Source: an optimization exercise on an open RTL-to-GDS flow (aim: small area, a short achievable clock period and few clock cycles). Production flows keep margins and buffers that such runs may drop. At most, simulation tests tie the RTL to the original design; equivalence was not proved. No activity file was given, so power comes from the tool's default toggle rates.

== the reference run ==
// lidar_scan_packet_deframer
module lidar_scan_packet_deframer
(
  input  logic        clk,
  input  logic        rst,
  input  logic        s_tvalid,
  output logic        s_tready,
  input  logic [7:0]  s_tdata,
  output logic        m_tvalid,
  input  logic        m_tready,
  output logic [63:0] m_tdata,
  output logic [2:0]  m_tuser,
  output logic        m_tlast,
  input  logic        psel,
  input  logic        penable,
  input  logic        pwrite,
  input  logic [2:0]  paddr,
  input  logic [31:0] pwdata,
  output logic [31:0] prdata,
  output logic        pready
);
  localparam int DEPTH = 40;
  logic [CNT_W-1:0] sample_limit;
  lspd_regs u_regs (
    .clk          (clk),
    .rst          (rst),
    .psel         (psel),
    .penable      (penable),
    .pwrite       (pwrite),
    .paddr        (paddr),
    .pwdata       (pwdata),
    .prdata       (prdata),
    .pready       (pready),
    .sample_limit (sample_limit),
    .count_max    (cmax)
  );
  function automatic logic [5:0] inc40(input logic [5:0] p);
    inc40 = (p == 6'd39) ? 6'd0 : p + 6'd1;
  endfunction
  localparam int S_HDR0 = 0, S_HDR1 = 1, S_TYPE = 2, S_COUNT = 3, S_SA_LO = 4,
                 S_SA_HI = 5, S_EA_LO = 6, S_EA_HI = 7, S_CK_LO = 8, S_CK_HI = 9,
                 S_SMP_LO = 10, S_SMP_HI = 11, S_CKERR = 12;
  localparam logic [12:0] ST_HUNT = 13'd1;
  logic       rdy;
  logic       h_v;
  logic [7:0] h_b;
  logic       h_aa, h_55, h_le1, h_eq1, h_cok, h_hiok;
  logic       accept;
  logic       go;
  logic       stall;
  logic [5:0] cmax;
  logic [12:0] st, st_nx;
  logic [15:0] xsum;
  assign s_tready = rdy;
  assign accept   = s_tvalid && rdy;
  assign go       = h_v && !stall;
  always_ff @(posedge clk) begin
    if (rst) begin
      h_v <= 1'b0;
    end else if (!h_v || go) begin
      h_v <= accept;
    end
  end
  always_ff @(posedge clk) begin
    if (!h_v || go) begin
      h_b    <= s_tdata;
      h_aa   <= (s_tdata == 8'hAA);
      h_55   <= (s_tdata == 8'h55);
      h_le1  <= (s_tdata[7:1] == 7'd0);
      h_eq1  <= (s_tdata == 8'h01);
  ...
clock: 4.5 ns
lec_check: 0
abc_clock_period_in_ps: 2200
cap_margin: 20
core_margin: 2
core_utilization: 40
setup_slack_margin: 2.0
slew_margin: 20
run.sh (not shown) runs the stock make flow with config.mk's settings and CLKGATE_MAP_FILE= SYNTH_SCRIPT=/design/flow/synth_recipe.tcl, a recipe that flattens the netlist after the stock synthesis.
What the trial run does differently from the reference run at the input level:
- ABC_CLOCK_PERIOD_IN_PS now 2000, was 2200
- SETUP_SLACK_MARGIN now 2.3, was 2.0
Compared with the reference run, the trial run shows a switching portion of total power that is 0.87 points higher. Arrival time of the worst setup path: the trial run > the reference run. Relative to the reference run, the pin slew with the least headroom to its limit of the trial run is lower by 0.30 ns. Global-route usage in the trial run vs the reference run: up 0.84 points. Looking at proportion of cell area occupied by registers, the trial run sits 2.2 points lower than the reference run does. When the trial run is set beside the reference run, its maximum fanout along the worst path turns out to be 1 smaller. Cell count, the trial run and the reference run, lower one = the reference run. Post-cts hold buffer count: the reference run vs the trial run identical. Of the trial run and the reference run, the run reporting the higher ratio of total power to cell area was the reference run.
No run of this note included a check of the RTL's function; only the layout flow was run.

---

Another version of the RTL of lidar_scan_packet_deframer (not shown whole).
Size: ~2100 cells after synthesis, about 860 flip-flops, ~33000 µm² of cells after synthesis.
==> flow/config.mk <==
export PLATFORM = sky130hd
export DESIGN_NAME = lidar_scan_packet_deframer
export DESIGN_NICKNAME = lidar_scan_packet_deframer
export VERILOG_FILES = /design/flow/design.v
export SDC_FILE = /design/flow/constraint.sdc
export NUM_CORES = 4
export LEC_CHECK = 0
export ABC_CLOCK_PERIOD_IN_PS = 2000
export CAP_MARGIN = 20
export CORE_MARGIN = 2
export CORE_UTILIZATION = 27
export CTS_CLUSTER_DIAMETER = 100
export CTS_CLUSTER_SIZE = 30
export PLACE_DENSITY = 0.55
export SETUP_SLACK_MARGIN = 2.35
export SLEW_MARGIN = 20
==> flow/constraint.sdc <==
create_clock -name core_clock -period 4.5 [get_ports {clk}]
set_input_delay 0.9000 -clock core_clock [delete_from_list [all_inputs] [get_ports {clk}]]
set_output_delay 0.9000 -clock core_clock [all_outputs]
set_load 0.01 [all_outputs]
Testbench counts at the start, summed over its fixed seeds: cycles 18,635.
Then changed:
--- a/flow/config.mk
+++ b/flow/config.mk
@@ -10,6 +10,5 @@
 export CORE_MARGIN = 2
-export CORE_UTILIZATION = 27
+export CORE_UTILIZATION = 30
 export CTS_CLUSTER_DIAMETER = 100
 export CTS_CLUSTER_SIZE = 30
-export PLACE_DENSITY = 0.55
 export SETUP_SLACK_MARGIN = 2.35
=> Worst hold slack stays flat; worst setup slack degrades by 0.025 ns; cell area went down by 1.8%; power went down by 2.2%; die area went down by 9.9%; cell count went down by 3.9%; non-clock buffer count went down by 12; synthesized cell count stays the same.

---

lidar_scan_packet_deframer, a different RTL version from the one above (not shown whole).
Size in the first run: ~2300 cells after synthesis, roughly 880 flip-flops, roughly 150 I/O pins, roughly 34000 um2 of cells after synthesis.
Settings: LEC_CHECK=0, ABC_CLOCK_PERIOD_IN_PS=2000, CAP_MARGIN=20, CORE_MARGIN=2, CORE_UTILIZATION=30, CTS_CLUSTER_DIAMETER=100, CTS_CLUSTER_SIZE=30, SETUP_SLACK_MARGIN=2.25, SLEW_MARGIN=20; clock period 4.5 ns.
The baseline finished with timing, DRC and antenna clean.
Testbench counts at the start, summed over its fixed seeds: cycles 18,635.
Change:
- SETUP_SLACK_MARGIN: 2.25 -> 2.3
- TNS_END_PERCENT: not set -> 20
Fmax falls by 5.9%. Power falls by 1.1%. Die area stays the same. Global-route usage hardly moves. Utilization falls by 0.20 points. Worst setup slack is worse by 140 ps. Wire length falls by 2.3%.
Change:
- ABC_CLOCK_PERIOD_IN_PS: 2000 -> 1800
- TNS_END_PERCENT: 20 -> not set
=>
- setup slack is better by 160 ps
- non-clock buffer count went up by 28
- global-route usage went up by 0.56 points
Change:
- ABC_CLOCK_PERIOD_IN_PS: 1800 -> 2000
Result: The new run passed the timing, design-rule and antenna checks. Cell count is unchanged. Clock-buffer cell count stays the same. Wire length does not change.
Change:
- PLACE_DENSITY: not set -> 0.5
Result: The new run passed the timing, design-rule and antenna checks. Design area is higher by 0.32%. Non-clock buffer count is higher by 23. Area after synthesis does not change. Die area is unchanged. Critical path depth climbs by 1. Utilization increases by 0.11 points. First-iteration DRC count falls by 12%. Cell count climbs by 0.51%. Worst setup slack loses 16 ps. Sequential share of layout area is lower by 0.17 points.
Change:
- ABC_CLOCK_PERIOD_IN_PS: 2000 -> 3000
- PLACE_DENSITY: 0.5 -> not set
Utilization came out lower by 0.11 points; wire length came out lower by about 5%; combinational power came out lower by about 5%; maximum frequency came out higher by 0.73%.

[re-timing with driven ports]
Ports are ideal in the flow. The routed layouts listed here were re-timed in OpenROAD.
Step 1 assumes that a clkbuf_16 drives the clock port and a buf_2 every other input.
Step 2 moves the port delays by t, midway between the first and last clock arrival at a register: inputs arrive t later, outputs are due t later. That takes back most of the time a late clock gives input paths.
Three values: ideal ports, drivers, drivers and shift; two values: the first two.
run	shift t [ns]	setup WS [ns]	hold WS [ns]
the reference run	0.699	1.987 / 1.984 / 1.381	0.459 / 0.459 / 0.459
the trial run	0.685	1.906 / 1.907 / 1.253	0.459 / 0.459 / 0.459
the first run of note 2	0.669	2.356 / 2.268 / 1.811	0.461 / 0.461 / 0.461
the second run of note 2	0.676	2.331 / 2.255 / 1.713	0.461 / 0.461 / 0.461
the first run of note 3	0.671	2.277 / 2.225 / 1.736	0.463 / 0.463 / 0.463
the second run of note 3	0.653	2.136 / 2.071 / 1.501	0.463 / 0.463 / 0.463
the third run of note 3	0.677	2.300 / 2.240 / 1.679	0.461 / 0.461 / 0.461
the fourth run of note 3	0.677	2.300 / 2.240 / 1.679	0.461 / 0.461 / 0.461
the fifth run of note 3	0.688	2.284 / 2.218 / 1.717	0.462 / 0.462 / 0.462
the sixth run of note 3	0.677	2.300 / 2.240 / 1.679	0.461 / 0.461 / 0.461
After both steps every run listed still meets setup and hold. For the trial run, which loses most, drivers alone change the setup slack by +0.001 ns; drivers and shift together by -0.653 ns.
